This is an optimization exercise on Yosys and OpenROAD, whose aim is a short achievable clock period and few clock cycles, not a production implementation.
Function was checked by simulation only, so behaviour that the tests miss may differ from the original.
Power is estimated from default activity; no workload was simulated.

===== design/flow/design.v =====
package mipsPkg;
    localparam int DataWidth    = 32;    
    localparam int RegAddrWidth = 5;     
    localparam int ImmWidth     = 16;
    localparam int TargetWidth  = 26;
    typedef logic [5:0] opcodeT;
    localparam opcodeT OpRType = 6'b000000;   
    localparam opcodeT OpAddi  = 6'b001000;
    localparam opcodeT OpLw    = 6'b100011;
    localparam opcodeT OpSw    = 6'b101011;
    localparam opcodeT OpBeq   = 6'b000100;
    localparam opcodeT OpBne   = 6'b000101;
    localparam opcodeT OpJ     = 6'b000010;
    typedef logic [5:0] functT;
    localparam functT FnAdd = 6'b100000;
    localparam functT FnSub = 6'b100010;
    localparam functT FnAnd = 6'b100100;
    localparam functT FnOr  = 6'b100101;
    localparam functT FnSlt = 6'b101010;
    typedef enum logic [1:0] {
        AluAdd   = 2'b00,    
        AluSub   = 2'b01,    
        AluFunct = 2'b10     
    } aluOpT;
    typedef enum logic [2:0] {
        AluCtlAdd,
        AluCtlSub,
        AluCtlAnd,
        AluCtlOr,
        AluCtlSlt
    } aluCtlT;
    typedef struct packed {
        opcodeT                  opcode;
        logic [RegAddrWidth-1:0] rs;
        logic [RegAddrWidth-1:0] rt;
        logic [RegAddrWidth-1:0] rd;
        logic [4:0]              shamt;     
        functT                   funct;
    } rTypeT;
    typedef struct packed {
        opcodeT                  opcode;
        logic [RegAddrWidth-1:0] rs;
        logic [RegAddrWidth-1:0] rt;
        logic [ImmWidth-1:0]     imm;
    } iTypeT;
    typedef struct packed {
        opcodeT                 opcode;
        logic [TargetWidth-1:0] target;     
    } jTypeT;
    typedef union packed {
        rTypeT r;
        iTypeT i;
        jTypeT j;
    } instrT;
endpackage
`timescale 1ns/1ps
import mipsPkg::*;
module mainDecoder (
    input  mipsPkg::opcodeT opcode,
    output logic            regDest,     
    output logic            branchEq,
    output logic            branchNe,
    output logic            memRead,
    output logic            memToReg,    
    output logic            memWrite,
    output logic            aluSrc,      
    output logic            regWrite,
    output logic            jump,
    output mipsPkg::aluOpT  aluOp
);
    always_comb
    begin
        regDest  = 1'b0;
        branchEq = 1'b0;
        branchNe = 1'b0;
        memRead  = 1'b0;
        memToReg = 1'b0;
        memWrite = 1'b0;
        aluSrc   = 1'b0;
        regWrite = 1'b0;
        jump     = 1'b0;
        aluOp    = AluAdd;
        case (opcode)
            OpRType:
            begin
                regDest  = 1'b1;
                regWrite = 1'b1;
                aluOp    = AluFunct;
            end
            OpAddi:
            begin
                aluSrc   = 1'b1;
                regWrite = 1'b1;
            end
            OpLw:
            begin
                memRead  = 1'b1;
                memToReg = 1'b1;
                aluSrc   = 1'b1;    
                regWrite = 1'b1;
            end
            OpSw:
            begin
                memWrite = 1'b1;
                aluSrc   = 1'b1;
            end
            OpBeq:
            begin
                branchEq = 1'b1;
                aluOp    = AluSub;   
            end
            OpBne:
            begin
                branchNe = 1'b1;
                aluOp    = AluSub;
            end
            OpJ:
            begin
                jump = 1'b1;
            end
            default:
            begin
            end
        endcase
    end
endmodule
`timescale 1ns/1ps
import mipsPkg::*;
module fetchStage (
    input  logic                           clk,
    input  logic                           arstN,
    input  logic                           redirect,     
    input  logic [mipsPkg::DataWidth-1:0]  redirectPc,
    output logic [mipsPkg::DataWidth-1:0]  imemAddr,
    input  logic [mipsPkg::DataWidth-1:0]  imemData,
    output logic [mipsPkg::DataWidth-1:0]  fdInstr,
    output logic [mipsPkg::DataWidth-1:0]  fdPc
);
    logic [DataWidth-1:0] pc;
    logic [DataWidth-1:0] pcNext;
    assign pcNext   = redirect ? redirectPc : pc + DataWidth'(4);
    assign imemAddr = pc;    
    always_ff @(posedge clk or negedge arstN)
    begin
        if (!arstN)
        begin
            pc      <= '0;
            fdInstr <= '0;      
        end
        else
        begin
            pc <= pcNext;
            if (redirect)
                fdInstr <= '0;
            else
                fdInstr <= imemData;
        end
    end
    always_ff @(posedge clk)
    begin
        fdPc <= pc;
    end
endmodule
`timescale 1ns/1ps
import mipsPkg::*;
module decodeStage (
    input  logic                              clk,
    input  logic                              arstN,
    input  logic [mipsPkg::DataWidth-1:0]     fdInstr,
    input  logic [mipsPkg::DataWidth-1:0]     fdPc,
    input  logic                              redirect,     
    input  logic                              wbEn,
    input  logic [mipsPkg::RegAddrWidth-1:0]  wbReg,
    input  logic [mipsPkg::DataWidth-1:0]     wbData,
    output logic                              deRegWrite,
    output logic                              deMemRead,
    output logic                              deMemWrite,
    output logic                              deMemToReg,
    output logic                              deAluSrc,
    output logic                              deBranchEq,
    output logic                              deBranchNe,
    output logic                              deJump,
    output mipsPkg::aluOpT                    deAluOp,
    output logic [mipsPkg::DataWidth-1:0]     deRsVal,
    output logic [mipsPkg::DataWidth-1:0]     deRtVal,
    output logic [mipsPkg::DataWidth-1:0]     deImm,
    output mipsPkg::functT                    deFunct,
    output logic [mipsPkg::RegAddrWidth-1:0]  deDestReg,
    output logic [mipsPkg::TargetWidth-1:0]   deTarget,
    output logic [mipsPkg::DataWidth-1:0]     dePc
);
    logic [DataWidth-1:0] instr;
    logic  regDest, branchEq, branchNe, memRead, memToReg, memWrite;
    logic  aluSrc, regWrite, jump;
    mipsPkg::aluOpT aluOp;
    logic [DataWidth-1:0]    regFile [32];
    logic [DataWidth-1:0]    rsVal;
    logic [DataWidth-1:0]    rtVal;
    logic [DataWidth-1:0]    immExt;
    logic [RegAddrWidth-1:0] destReg;
    assign instr = fdInstr;
    mainDecoder uDecoder (
        .opcode   (instr[31:26]),
        .regDest  (regDest),
        .branchEq (branchEq),
        .branchNe (branchNe),
        .memRead  (memRead),
        .memToReg (memToReg),
        .memWrite (memWrite),
        .aluSrc   (aluSrc),
        .regWrite (regWrite),
        .jump     (jump),
        .aluOp    (aluOp)
    );
    always_ff @(posedge clk)
    begin
        if (wbEn)       
            regFile[wbReg] <= wbData;
    end
    always_comb
    begin
        if (instr[25:21] == '0)
            rsVal = '0;
        else if (wbEn && wbReg == instr[25:21])
            rsVal = wbData;
        else
            rsVal = regFile[instr[25:21]];
        if (instr[20:16] == '0)
            rtVal = '0;
        else if (wbEn && wbReg == instr[20:16])
            rtVal = wbData;
        else
            rtVal = regFile[instr[20:16]];
    end
    assign immExt  = {{(DataWidth-ImmWidth){instr[15]}}, instr[15:0]};
    assign destReg = regDest ? instr[15:11] : instr[20:16];
    always_ff @(posedge clk or negedge arstN)
    begin
        if (!arstN)
        begin
            {deRegWrite, deMemRead, deMemWrite, deMemToReg} <= '0;
            {deAluSrc, deBranchEq, deBranchNe, deJump}      <= '0;
            deAluOp <= AluAdd;
        end
        else if (redirect)      
        begin
            {deRegWrite, deMemRead, deMemWrite, deMemToReg} <= '0;
            {deAluSrc, deBranchEq, deBranchNe, deJump}      <= '0;
            deAluOp <= AluAdd;
        end
        else
        begin
            {deRegWrite, deMemRead, deMemWrite, deMemToReg} <=
                {regWrite, memRead, memWrite, memToReg};
            {deAluSrc, deBranchEq, deBranchNe, deJump} <= {aluSrc, branchEq, branchNe, jump};
            deAluOp <= aluOp;
        end
    end
    always_ff @(posedge clk)
    begin
        deRsVal   <= rsVal;
        deRtVal   <= rtVal;
        deImm     <= immExt;
        deFunct   <= instr[5:0];
        deDestReg <= destReg;
        deTarget  <= instr[25:0];
        dePc      <= fdPc;
    end
endmodule
`timescale 1ns/1ps
import mipsPkg::*;
module executeStage (
    input  logic                              deRegWrite,
    input  logic                              deMemRead,
    input  logic                              deMemWrite,
    input  logic                              deMemToReg,
    input  logic                              deAluSrc,
    input  logic                              deBranchEq,
    input  logic                              deBranchNe,
    input  logic                              deJump,
    input  mipsPkg::aluOpT                    deAluOp,
    input  logic [mipsPkg::DataWidth-1:0]     deRsVal,
    input  logic [mipsPkg::DataWidth-1:0]     deRtVal,
    input  logic [mipsPkg::DataWidth-1:0]     deImm,
    input  mipsPkg::functT                    deFunct,
    input  logic [mipsPkg::RegAddrWidth-1:0]  deDestReg,
    input  logic [mipsPkg::TargetWidth-1:0]   deTarget,
    input  logic [mipsPkg::DataWidth-1:0]     dePc,
    output logic [mipsPkg::DataWidth-1:0]     dmemAddr,
    output logic [mipsPkg::DataWidth-1:0]     dmemWData,
    output logic                              dmemWe,
    input  logic [mipsPkg::DataWidth-1:0]     dmemRData,
    output logic                              redirect,
    output logic [mipsPkg::DataWidth-1:0]     redirectPc,
    output logic                              wbEn,
    output logic [mipsPkg::RegAddrWidth-1:0]  wbReg,
    output logic [mipsPkg::DataWidth-1:0]     wbData
);
    mipsPkg::aluCtlT               aluCtl;
    logic [DataWidth-1:0] aluB;
    logic [DataWidth-1:0] aluResult;
    logic                 aluZero;
    logic [DataWidth-1:0] pcPlus4;
    logic [DataWidth-1:0] branchTarget;
    logic [DataWidth-1:0] jumpTarget;
    logic                 branchTaken;
    logic [DataWidth-1:0] loadData;
    always_comb
    begin
        case (deAluOp)
            AluSub:   aluCtl = AluCtlSub;
            AluFunct:
            begin
                case (deFunct)
                    FnSub:   aluCtl = AluCtlSub;
                    FnAnd:   aluCtl = AluCtlAnd;
                    FnOr:    aluCtl = AluCtlOr;
                    FnSlt:   aluCtl = AluCtlSlt;
                    default: aluCtl = AluCtlAdd;    
                endcase
            end
            default:  aluCtl = AluCtlAdd;
        endcase
    end
    assign aluB = deAluSrc ? deImm : deRtVal;
    always_comb
    begin
        case (aluCtl)
            AluCtlSub: aluResult = deRsVal - aluB;
            AluCtlAnd: aluResult = deRsVal & aluB;
            AluCtlOr:  aluResult = deRsVal | aluB;
            AluCtlSlt: aluResult = DataWidth'($signed(deRsVal) < $signed(aluB));
            default:   aluResult = deRsVal + aluB;
        endcase
    end
    assign aluZero = (aluResult == '0);
    assign pcPlus4      = dePc + DataWidth'(4);
    assign branchTarget = pcPlus4 + {deImm[DataWidth-3:0], 2'b00};    
    assign jumpTarget   = {pcPlus4[DataWidth-1:TargetWidth+2], deTarget, 2'b00};
    assign branchTaken  = (deBranchEq & aluZero) | (deBranchNe & ~aluZero);
    assign redirect   = branchTaken | deJump;
    assign redirectPc = deJump ? jumpTarget : branchTarget;
    assign dmemAddr  = aluResult;
    assign dmemWData = deRtVal;
    assign dmemWe    = deMemWrite;     
    assign loadData  = deMemRead ? dmemRData : '0;
    assign wbEn   = deRegWrite && (deDestReg != '0);
    assign wbReg  = deDestReg;
    assign wbData = deMemToReg ? loadData : aluResult;
endmodule
`timescale 1ns/1ps
import mipsPkg::*;
module mipsCore (
    input  logic                              clk,
    input  logic                              arstN,
    output logic [mipsPkg::DataWidth-1:0]     imemAddr,
    input  logic [mipsPkg::DataWidth-1:0]     imemData,
    output logic [mipsPkg::DataWidth-1:0]     dmemAddr,
    output logic [mipsPkg::DataWidth-1:0]     dmemWData,
    output logic                              dmemWe,
    input  logic [mipsPkg::DataWidth-1:0]     dmemRData,
    output logic                              wbEn,        
    output logic [mipsPkg::RegAddrWidth-1:0]  wbReg,
    output logic [mipsPkg::DataWidth-1:0]     wbData
);
    logic [DataWidth-1:0] fdInstr, fdPc;
    logic deRegWrite, deMemRead, deMemWrite, deMemToReg;
    logic deAluSrc, deBranchEq, deBranchNe, deJump;
    mipsPkg::aluOpT                   deAluOp;
    logic [DataWidth-1:0]    deRsVal, deRtVal, deImm, dePc;
    mipsPkg::functT                   deFunct;
    logic [RegAddrWidth-1:0] deDestReg;
    logic [TargetWidth-1:0]  deTarget;
    logic                 redirect;
    logic [DataWidth-1:0] redirectPc;
    fetchStage uFetch (
        .clk, .arstN, .redirect, .redirectPc,
        .imemAddr, .imemData, .fdInstr, .fdPc
    );
    decodeStage uDecode (
        .clk, .arstN, .fdInstr, .fdPc, .redirect,
        .wbEn, .wbReg, .wbData,
        .deRegWrite, .deMemRead, .deMemWrite, .deMemToReg,
        .deAluSrc, .deBranchEq, .deBranchNe, .deJump, .deAluOp,
        .deRsVal, .deRtVal, .deImm, .deFunct, .deDestReg, .deTarget, .dePc
    );
    executeStage uExecute (
        .deRegWrite, .deMemRead, .deMemWrite, .deMemToReg,
        .deAluSrc, .deBranchEq, .deBranchNe, .deJump, .deAluOp,
        .deRsVal, .deRtVal, .deImm, .deFunct, .deDestReg, .deTarget, .dePc,
        .dmemAddr, .dmemWData, .dmemWe, .dmemRData,
        .redirect, .redirectPc,
        .wbEn, .wbReg, .wbData
    );
endmodule

===== design/flow/run.sh =====
#!/bin/bash
# synth_recipe.tcl (not shown) runs the flow's synth.tcl, then flattens the netlist and writes it again
# the make line also repeats each setting of config.mk as NAME=value (left out here)
make -C /OpenROAD-flow-scripts/flow DESIGN_CONFIG=/design/flow/config.mk WORK_HOME=/design/flow/orfs CLKGATE_MAP_FILE= SYNTH_SCRIPT=/design/flow/synth_recipe.tcl finish

===== design/flow/config.mk =====
export PLATFORM = sky130hd
export DESIGN_NAME = mipsCore
export DESIGN_NICKNAME = mipsCore
export VERILOG_FILES = /design/flow/design.v
export SDC_FILE = /design/flow/constraint.sdc
export NUM_CORES = 4
export LEC_CHECK = 0
export CAP_MARGIN = 20
export CORE_MARGIN = 2
export CORE_UTILIZATION = 40
export PLACE_DENSITY = 0.6
export SLEW_MARGIN = 20

===== design/flow/constraint.sdc =====
create_clock -name core_clock -period 10.0 [get_ports {clk}]
set_input_delay 2.0000 -clock core_clock [delete_from_list [all_inputs] [get_ports {clk}]]
set_output_delay 2.0000 -clock core_clock [all_outputs]
set_load 0.01 [all_outputs]

==> impl_results.md <==
- Outcome: finished clean
- Post-synth top area cell: edfxtp_1
- Distinct cells, synth: 107
- Crit path kind: reg2out
- CTS H-Tree Depth: 4
- Syn Std Cell Area: roughly 63000 sq um
- Largest incremental delay on the critical path: 0.76 ns
- Comb power frac: 0.289
- GRT Total Usage: 0.250
- Period utilisation layout: 0.944
- YS warnings: 4
- CTS root buffer: clkbuf_16
- Buffers on Ports: 200
- Vias: around 38000
- Hold path endpoint: uDecode.dePc[15]
- Hold path cells: 0
- HPWL after DPL: 127000 um
- Most common cell after layout, fill and taps aside: edfxtp_1
- First-pass GRT wire length: about 280000 um
- Vias per cell: 6.19
- DR pass1 iterations: 7
- Max_cap viols: 0
- HP Class: reg2reg
- Worst Path Arrival: 7.44 ns
- Net Sw Frac: 0.325
- CP startpoint kind: register
- Die area: 160000 sq um
- Peak VDD IR: 167 uV
- Gp weighted congestion: roughly 0.97
- Share of cells above drive strength 1: 0.256
- Num CTS Buffers: 136
- EDFF count, synth: 1024
- TritonCTS clock tree: built
- CP cell instances: inv_1 > nor2_2 > a21oi_1 > ha_1 > nor4_1 > nand3b_1 > a41oi_1 > a211oi_1 > o2bb2ai_1 > xnor2_1 > o221ai_1 > mux2i_1 > inv_1 > clkdlybuf4s50_1
- Fmax achieved: around 110 MHz
- PwrDens: 236 nW/um^2
- Count of final hold-check violations: 0
- Hold Startpoint: uFetch.fdPc[15]
- Io pins: approximately 200
- Setup violators final: 0
- Clk slew on worst S/H paths: roughly 0.06 ns
- Initial antenna violation count: 3
- RSZ-0062 raised after global routing: no
- Nets: about 4300
- Sequential area share after synthesis: 0.570
- Headroom to the max-slew limit: 0.248
- Most used cell, CP: inv_1
- Pin count of the biggest net entering global routing: 117
- Clock period minus worst slack: 9.44 ns
- DRT iter0 DRCs: 4728
- Setup slack, reg-to-reg: about 2.6 ns
- Final Worst Setup Slack: 0.565 ns
- Internal Power: 0.0115 W
- Clk sink count: 1256
- Die span in y: 400 um
- Clock Power Share: 0.289
- Synth async-reset ratio: 0.0581
- Layout area overhead: 14.8%
- Setup Buffers After CTS: 0
- Leak Pwr: ~24 nW
- FP Rows: 145
- Worst-margin pin slew: roughly 1.1 ns
- WL/cell: 32.3 um
- Slew Viols, Final: 0
- Gate Count Post-Synth: 3807
- Seq cells post-synth: between 1000 and 1500
- CP max stage cell: nor4_1
- Floorplan core area: 156000 sq um
- GRT overflow: 0
- Setup TNS: 0 ns
- Latest clock arrival within the worst-skew pair: 0.79 ns
- Critical R2R Launch: uDecode.deTarget[15]
- DIE WIDTH: roughly 400 um
- Top-area cell type share of the netlist area: 0.490
- Capturing point of the worst reg2reg path: uFetch.pc[15]
- Clock buffer depth: 3
- CP Capture Type: output port
- Post-cts sizing count: 0
- Top_reg_cell synth: edfxtp_1
- Vias in the first global route: 38000
- DRC: 0
- Commonest non-fill, non-tap cells in the layout: edfxtp_1, mux4_2, clkdlybuf4s50_1
- Synthesized area per cell: between 15 and 20 sq um
- Remaining antenna violation count: 0
- Hold buffer count at cts: 0
- Reg power frac: 0.422
- Max FO, Critical Path: 33
- Switch Pwr: 0.00552 W
- Initial core utilization: 0.402
- Req. time, crit path: roughly 8.0 ns
- Largest cells by area after synthesis: edfxtp_1, mux4_2, dfxtp_1, ha_1, dfrtp_1
- WL final: about 200000 um
- Setup WS pre-CTS: between 1 and 1.5 ns
- Setup Skew: 0.0332 ns
- R2R depth: 17
## state kept, by name (all words and copies together), names as in the netlist
signal,flops
uDecode.deRegWrite,1
uDecode.deTarget,11
uDecode.regFile,1024
uDecode.deAluOp,2
uDecode.deJump,1
uFetch.fdPc,32
uDecode.dePc,32
uDecode.deAluSrc,1
uDecode.deMemRead,1
uFetch.fdInstr,32
uDecode.deImm,15
uDecode.deMemWrite,1
uDecode.deRtVal,32
uDecode.deBranchNe,1
uDecode.deBranchEq,1
uFetch.pc,32
uDecode.deDestReg,5
uDecode.deRsVal,32
## synthesized netlist by cell type (all sizes together) (6+ instances only)
cell / n
a2111oi: 6
a211oi: 112
a21boi: 6
a21o: 17
a21oi: 123
a221oi: 8
a222oi: 14
a31oi: 9
and2: 41
and3: 25
and4: 6
buf: 84
clkbuf: 154
dfrtp: 73
dfxtp: 159
edfxtp: 1024
ha: 149
inv: 145
mux2: 27
mux2i: 74
mux4: 640
nand2: 135
nand2b: 25
nand3: 47
nand3b: 8
nand4: 16
nor2: 178
nor2b: 50
nor3: 33
nor3b: 10
nor4: 25
o211ai: 10
o21a: 7
o21ai: 64
o21bai: 10
o221ai: 28
o22ai: 7
o31ai: 20
or2: 11
or3: 12
or4: 12
xnor2: 70
xor2: 57
## layout make-up
type | instances | area [sq um]
Timing Repair Buffer | 310 | 2890
Clock buffer | 177 | 3720
Multi-Input combinational cell | 2198 | 25800
Inverter | 146 | 548
Fill cell | 13300 | 83900
Clock inverter | 66 | 601
Tap cell | 2058 | 2570
Antenna cell | 3 | 7.51
Sequential cell | 1256 | 35800
## power groups by stage
stage               combinational, W  sequential (W)  clock [W]
floorplan                    0.00277         0.00713          0
global placement             0.00486         0.00726          0
detailed placement           0.00487         0.00726          0
CTS                          0.00490         0.00716    0.00499
global route                 0.00528         0.00719    0.00520
finish                       0.00491         0.00716    0.00491
## critical path: cells and delay by family, from the launching register on
kind	cells	cell delay, ns
AO/OA/AOI/OAI	5	1.66
XOR/XNOR	1	0.16
adder cells (fa/ha/maj)	1	0.47
buffers and inverters	3	1.67
flip-flops	1	0.75
multiplexers	1	0.27
AND/OR/NAND/NOR	3	1.62
## through the flow
stage	util	power, W	instances	cell area, sq um	hold WS, ns
2_1_floorplan	-	0.00990	3838	62800	0.310
3_3_place_gp	0.434	0.0121	5968	67600	0.310
3_5_place_dp	0.434	0.0121	5968	67600	0.312
4_1_cts	0.462	0.0170	6211	71900	0.312
5_1_grt	0.462	0.0177	6211	71900	0.321
6_report	0.462	0.0170	6214	72000	0.321
## worst max path at each step
stage,slack (ns),start,to
global route,0.02,uDecode.deTarget[15],wbData[30]
detailed placement,1.37,uDecode.deTarget[15],wbData[30]
floorplan,3.49,uDecode.deAluSrc,wbData[27]
CTS,0.53,uDecode.deTarget[15],wbData[29]
finish,0.56,uDecode.deTarget[15],wbData[29]
global placement,1.52,uDecode.deTarget[15],wbData[29]
## per-layer routing
layer,vias to the layer above,track usage,share of wire
met5,-,0,0
met4,0,0.0702,0.026
met3,305,0.0497,0.086
met2,1873,0.392,0.47
met1,20300,0.354,0.42
li1,16000,-,-
## kinds of logic (layout without fill, tap and decap cells)
group                    Yosys count  after routing  share of synthesized area
XOR/XNOR                         127            127                     0.0177
AND/OR/NAND/NOR                  646            646                     0.0541
buffers and inverters            384            699                     0.0241
multiplexers                     741            741                      0.247
adder cells (fa/ha/maj)          152            152                     0.0307
other                              1             35                  0.0000598
flip-flops                      1256           1256                      0.570
AO/OA/AOI/OAI                    500            500                     0.0562
Testbench counts, summed over its fixed seeds: cycles 25,586.

==> re-timing with driven ports <==
Ports are ideal in the flow. The routed layout listed here was re-timed in OpenROAD.
Step 1: set_driving_cell puts a clkbuf_16 on clk and a buf_2 on each other input, an assumption about the parent block.
Step 2 moves the port delays by t, midway between the first and last clock arrival at a register: inputs arrive t later, outputs are due t later. That takes back most of the time a late clock gives input paths.
a / b / c = no drivers / after step 1 / after step 2; a / b = the first two.
t (ns): 0.853
setup WS [ns]: 0.565 / 0.484 / 1.338
worst register clock-pin slew, ns: 0.06 / 0.06
cell pins on the clock port's net: 1
After both steps setup and hold are still met in this run. The setup slack of this run moves by -0.081 ns with the drivers and by +0.773 ns with both steps.
